From an optimization exercise on the open Yosys and OpenROAD flow, aimed at small area; shortcuts taken in it are not production practice. In this exercise RTL edits were held to simulation tests only and were not proved equivalent to the original. Power figures rest on the tool's default switching activity, not on a simulated workload.

==> module eda_fifos, before the edit <==
module eda_fifos (
  input  logic                 i_clk,         
  input  logic                 i_rst_n,       
  input  eda_pkg::nbr_mask_t   i_push,        
  input  eda_pkg::nbr_mask_t   i_read_en,     
  input  eda_pkg::nbr_addr_t   i_addrs,       
  output eda_pkg::nbr_mask_t   o_fifo_empty,  
  output eda_pkg::pixel_addr_t o_data_out     
);
  localparam int N  = eda_pkg::NUM_NEIGHBORS;
  localparam int D  = eda_pkg::FIFO_DEPTH;
  localparam int AW = eda_pkg::ADDR_W;
  logic [N-1:0]         push_v;
  logic [N-1:0]         read_v;
  logic [N-1:0][AW-1:0] addr_v;
  logic [N-1:0]         empty_v;
  logic [N:0]           lower_busy;  
  logic [N-1:0]         wr_en;
  logic [N-1:0]         wr_n;        
  logic [D-1:0][AW-1:0] mem    [N];  
  logic [D-1:0][AW-1:0] mem_nx [N];
  logic [3:0]    last [N];           
  logic [3:0]    last_nx [N];
  logic [N*D+N-1:0] sel;             
  assign push_v = i_push;
  assign read_v = i_read_en;
  assign addr_v = i_addrs;
  assign lower_busy[0] = 1'b0;
  for (genvar q = 0; q < N; q++) begin : gen_busy
    if (q == 0) begin : gen_inv
      g_inv u_busy (.a (last[q][3]), .y (lower_busy[q+1]));
    end else begin : gen_or
      g_nand2b u_busy (.an (lower_busy[q]), .b (last[q][3]), .y (lower_busy[q+1]));
    end
  end
  for (genvar q = 0; q < N; q++) begin : gen_q
    neighbor_fifo #(.FIRST (q == 0)) u_ctl (
      .i_rst_n       (i_rst_n),
      .i_push        (push_v[q]),
      .i_read        (read_v[q]),
      .i_last        (last[q]),
      .i_lower_busy  (lower_busy[q]),
      .o_last        (last_nx[q]),
      .o_wr_en       (wr_en[q]),
      .o_wr_n        (wr_n[q]),
      .o_sel         (sel[q*D +: D])
    );
    assign empty_v[q] = last[q][3];
    always_ff @(posedge i_clk) begin
      last[q] <= last_nx[q];
    end
    for (genvar k = 0; k < D; k++) begin : gen_slot
      for (genvar b = 0; b < AW; b++) begin : gen_bit
        g_a22o u_hold (
          .a1 (wr_en[q]),
          .a2 (k == 0 ? addr_v[q][b] : mem[q][k-1][b]),
          .b1 (wr_n[q]),
          .b2 (mem[q][k][b]),
          .y  (mem_nx[q][k][b])
        );
      end
    end
    always_ff @(posedge i_clk) begin
      mem[q] <= mem_nx[q];
    end
  end
  always_comb begin
    logic seen;
    seen = 1'b0;
    for (int q = 0; q < N; q++) begin
      sel[N*D+q] = !lower_busy[N] && push_v[q] && !seen;
      seen       = seen || push_v[q];
    end
  end
  for (genvar b = 0; b < AW; b++) begin : gen_bit
    logic [N*D+N-1:0] col;
    always_comb begin
      for (int q = 0; q < N; q++) begin
        for (int k = 0; k < D; k++) col[q*D+k] = mem[q][k][b];
        col[N*D+q] = addr_v[q][b];
      end
    end
    neighbor_select u_bit (
      .i_sel  (sel),
      .i_data (col),
      .o_bit  (o_data_out[b])
    );
  end
  assign o_fifo_empty = empty_v;
endmodule
clock: 8.0 ns
lec_check: 0
cap_margin: 20
core_margin: 2
core_utilization: 75
setup_slack_margin: 0.2
slew_margin: 20
synth_hierarchical: 1
synth_minimum_keep_size: 0
standard.sh (not shown) runs the stock make flow with config.mk's settings and CLKGATE_MAP_FILE= SYNTH_SCRIPT=/design/flow/synth_recipe.tcl, a recipe that flattens the netlist after the stock synthesis.
==> flow/flow/run.sh <==
#!/bin/bash
# The standard layout (standard.sh), with two changes to the make settings:
#  - port buffers are sky130_fd_sc_hd__buf_1 instead of the default choice;
#  - clock tree: clkbuf_8 buffers, sink clusters of up to 18 within 60 um,
#    and no dummy loads.
# Everything else (synthesis, floorplan, power grid, placement, routing) is
# the standard flow. make's full output goes to flow_make.log here; each
# step's own log is under orfs/logs/.
set -euo pipefail
bash standard.sh \
  BUFFER_PORTS_ARGS="-buffer_cell sky130_fd_sc_hd__buf_1" \
  CTS_ARGS="-sink_clustering_enable -repair_clock_nets -buf_list sky130_fd_sc_hd__clkbuf_8 -sink_clustering_size 18 -sink_clustering_max_diameter 60 -dont_use_dummy_load" \
  finish > flow_make.log 2>&1
Then changed:
--- a/flow/design.v
+++ b/flow/design.v
@@ -250,14 +250,23 @@
     always_ff @(posedge i_clk) begin
       mem[q] <= mem_nx[q];
     end
   end
-  always_comb begin
-    logic seen;
-    seen = 1'b0;
-    for (int q = 0; q < N; q++) begin
-      sel[N*D+q] = !lower_busy[N] && push_v[q] && !seen;
-      seen       = seen || push_v[q];
+  logic [N-1:0] idle;
+  logic [N-1:0] push_n;
+  assign idle[0] = lower_busy[N];  
+  for (genvar q = 0; q < N; q++) begin : gen_byp
+    g_inv u_pn (.a (push_v[q]), .y (push_n[q]));
+    if (q % 2 == 0) begin : gen_low
+      g_nor2 u_sel (.a (idle[q]), .b (push_n[q]), .y (sel[N*D+q]));
+      if (q < N-1) begin : gen_next
+        g_nor2 u_idle (.a (idle[q]), .b (push_v[q]), .y (idle[q+1]));
+      end
+    end else begin : gen_high
+      g_and2 u_sel (.a (idle[q]), .b (push_v[q]), .y (sel[N*D+q]));
+      if (q < N-1) begin : gen_next
+        g_nand2 u_idle (.a (idle[q]), .b (push_n[q]), .y (idle[q+1]));
+      end
     end
   end
   for (genvar b = 0; b < AW; b++) begin : gen_bit
     logic [N*D+N-1:0] col;
Effect: Synthesized area hardly moves. Fmax climbs by a few percent. Total power barely changes. Worst hold slack gets better by 0.014 ns. Routed wire length drops slightly. Final cell count hardly moves. Clock-buffer cell count stays the same. Clock power hardly moves. Register-to-register slack gets better by 0.08 ns. Global-route usage drops by 0.67 points.

-- static timing again, ports no longer ideal --
No port has a modelled driver above. Below, the same layouts with a new extraction and two added sets of constraints.
Step 1: set_driving_cell puts a clkbuf_16 on i_clk and a buf_2 on each other input, an assumption about the parent block.
Step 2 adds t to the input delays and takes it off the output delays; t is the mean of the earliest and latest rising clock arrival at the registers after step 1. Input paths then give back, and output paths get back, about the clock's delay inside the block.
a / b / c = no drivers / after step 1 / after step 2; a / b = the first two.
run	shift t [ns]	setup WS [ns]	worst setup path at the end	clock arrival spread, ns	worst slew at a driven data input, ns
the first run	0.718	1.532 / 1.476 / 2.194	register to output	0.053 / 0.053	0.09
the second run	0.718	1.771 / 1.717 / 2.409	input to output	0.056 / 0.055	0.08
After both steps setup and hold are still met in every run listed.
